This is an optimization exercise on Yosys and OpenROAD, whose aim is small area, a short achievable clock period and few clock cycles per item, not a production implementation. The RTL was checked by simulation tests, not by an equivalence proof against the original design.

// q_update_engine
module q_update_engine #(
  parameter int DATA_WIDTH  = 16,
  parameter int FRAC_BITS   = 8,
  parameter int NUM_STATES  = 16,
  parameter int NUM_ACTIONS = 4,
  localparam int SW = $clog2(NUM_STATES),
  localparam int AW = $clog2(NUM_ACTIONS)
) (
  input  logic                  clk,
  input  logic                  rst_n,
  input  logic                  clear,
  input  logic                  in_valid,
  output logic                  in_ready,
  input  logic [SW-1:0]         in_state,
  input  logic [AW-1:0]         in_action,
  input  logic [SW-1:0]         in_next_state,
  input  logic [DATA_WIDTH-1:0] in_reward,
  input  logic                  in_terminal,
  input  logic [DATA_WIDTH-1:0] alpha,
  input  logic [DATA_WIDTH-1:0] gamma,
  output logic                  out_valid,
  input  logic                  out_ready,
  output logic [DATA_WIDTH-1:0] out_q_new,
  output logic [AW-1:0]         out_best_action,
  output logic                  busy
);
  localparam int NS = NUM_STATES;
  localparam int NA = NUM_ACTIONS;
  localparam logic [17:0] K_HI = 18'h2ab00;
  function automatic logic [15:0] sat18(input logic [17:0] v);
  ...
Size: roughly 6000 cells after synthesis, roughly 1400 flip-flops, ~85 I/O pins, ~74000 sq um of cells after synthesis.
clock: 14.0 ns
lec_check: 0
cap_margin: 30
core_margin: 2
core_utilization: 45
cts_cluster_diameter: 100
cts_cluster_size: 20
place_density: 0.65
slew_margin: 25
standard.sh (not shown) runs the stock make flow with config.mk's settings and CLKGATE_MAP_FILE= SYNTH_SCRIPT=/design/flow/synth_recipe.tcl, a recipe that flattens the netlist after the stock synthesis.
==> flow/flow/run.sh <==
#!/bin/bash
# The standard layout (standard.sh: unchanged synthesis, steps, power grid
# and tap cells) with two changes to how the layout is made:
#  - timing repair aims at a setup slack of 8.45 ns at the design's 14 ns
#    clock, so repair_timing works on every path longer than 5.55 ns instead of
#    only on violating ones (the clock and I/O constraints are unchanged);
#  - every port still gets a buffer, but buf_2 instead of the delay cell
#    buffer_ports picks by default.
# All of make's output goes to standard.log; ORFS keeps each step's own log
# under orfs/logs/.
set -euo pipefail
bash standard.sh SETUP_SLACK_MARGIN=8.45 "BUFFER_PORTS_ARGS=-buffer_cell sky130_fd_sc_hd__buf_2" finish > standard.log 2>&1
Testbench counts at the start, summed over its fixed seeds: cycles 2,683, items 2,400.
Change:
==> flow/flow/run.sh (replaced) <==
#!/bin/bash
# The standard layout (standard.sh: unchanged synthesis, steps, power grid
# and tap cells) with two changes to how the layout is made:
#  - timing repair aims at a setup slack of 8.3 ns at the design's 14 ns
#    clock, so repair_timing works on every path longer than 5.7 ns instead of
#    only on violating ones (the clock and I/O constraints are unchanged);
#  - every port still gets a buffer, but buf_2 instead of the delay cell
#    buffer_ports picks by default.
# All of make's output goes to standard.log; ORFS keeps each step's own log
# under orfs/logs/.
set -euo pipefail
bash standard.sh SETUP_SLACK_MARGIN=8.3 "BUFFER_PORTS_ARGS=-buffer_cell sky130_fd_sc_hd__buf_2" finish > standard.log 2>&1
- PLACE_DENSITY: 0.65 -> 0.55
Result:
- The new run passed the timing, design-rule and antenna checks
- final cell count stays flat
- cell area drops by 0.38%
- clock skew is about the same
- die area stays the same

Setup of main:
Starting RTL as in the previous note.
clock: 14.0 ns
lec_check: 0
cap_margin: 30
core_margin: 2
core_utilization: 45
cts_cluster_diameter: 100
cts_cluster_size: 20
place_density: 0.65
slew_margin: 25
==> flow/flow/run.sh <==
#!/bin/bash
# The standard layout (standard.sh: unchanged synthesis, steps, power grid
# and tap cells) with two changes to how the layout is made:
#  - timing repair aims at a setup slack of 8.3 ns at the design's 14 ns
#    clock, so repair_timing works on every path longer than 5.7 ns instead of
#    only on violating ones (the clock and I/O constraints are unchanged);
#  - every port still gets a buffer, but buf_2 instead of the delay cell
#    buffer_ports picks by default.
# All of make's output goes to standard.log; ORFS keeps each step's own log
# under orfs/logs/.
set -euo pipefail
bash standard.sh SETUP_SLACK_MARGIN=8.3 "BUFFER_PORTS_ARGS=-buffer_cell sky130_fd_sc_hd__buf_2" finish > standard.log 2>&1
main reached the final stage; the timing, design-rule and antenna checks on its layout passed.
Testbench counts of main, summed over its fixed seeds: cycles 2,683, items 2,400.
What the feature branch does differently from main at the input level:
Settings: PLACE_DENSITY: 0.65 -> 0.55.
==> flow/flow/run.sh <==
#!/bin/bash
# The standard layout (standard.sh, unchanged synthesis and steps), with
# timing repair aimed at a setup slack of 8.3 ns at the design's 14 ns clock:
# repair_timing then works on every path longer than 5.7 ns instead of only on
# violating ones. All of make's output goes to standard.log; ORFS keeps each
# step's own log under orfs/logs/.
set -euo pipefail
bash standard.sh SETUP_SLACK_MARGIN=8.3 finish > standard.log 2>&1
==> run notes <==
- Comparing main against the feature branch, there is no change at all in post-synthesis cell area.
- Compared with main, in the feature branch register area has remained practically unchanged; met3 global-route usage shrank by 4.2 points; final non-filler cell total held; final design area excluding fillers higher; number of clock-tree buffers in the layout lost 1.9%.
- The flow did not stop early for the feature branch: all stages ran, and the layout cleared the timing, design-rule and antenna checks.
- Worst setup path endpoint = b1_q[5]$_DFFE_PP_: the feature branch; worst setup path endpoint = in_ready: main
- Taking main as the reference point, the total length of routed met3 wires of the feature branch falls by 5.8 mm.
- In the reports for main and the feature branch, the larger met1 routing resource usage after global routing belongs to the feature branch.

## static timing again, ports no longer ideal
No port has a modelled driver above. Below, the same layouts with a new extraction and two added sets of constraints. Step 1: set_driving_cell puts a clkbuf_16 on clk and a buf_2 on each other input, an assumption about the parent block. Step 2 adds t to the input delays and takes it off the output delays; t is the mean of the earliest and latest rising clock arrival at the registers after step 1. Input paths then give back, and output paths get back, about the clock's delay inside the block. Three values: ideal ports, drivers, drivers and shift; two values: the first two.
run | shift t [ns] | setup WS [ns] | latest minus earliest clock arrival (ns) | worst register clock-pin slew, ns | pins driven straight from the clock port
the first run of note 1 | 0.849 | 8.135 / 8.097 / 7.374 | 0.069 / 0.069 | 0.10 / 0.10 | 1
the second run of note 1 | 0.845 | 8.133 / 8.096 / 7.550 | 0.068 / 0.068 | 0.10 / 0.10 | 1
main | 0.849 | 8.135 / 8.097 / 7.449 | 0.064 / 0.064 | 0.10 / 0.10 | 1
the feature branch | 0.831 | 8.131 / 8.094 / 7.365 | 0.065 / 0.065 | 0.10 / 0.10 | 1
After both steps every run listed still meets setup and hold. The setup slack of the feature branch, which loses most, moves by -0.037 ns with the drivers and by -0.766 ns with both steps.
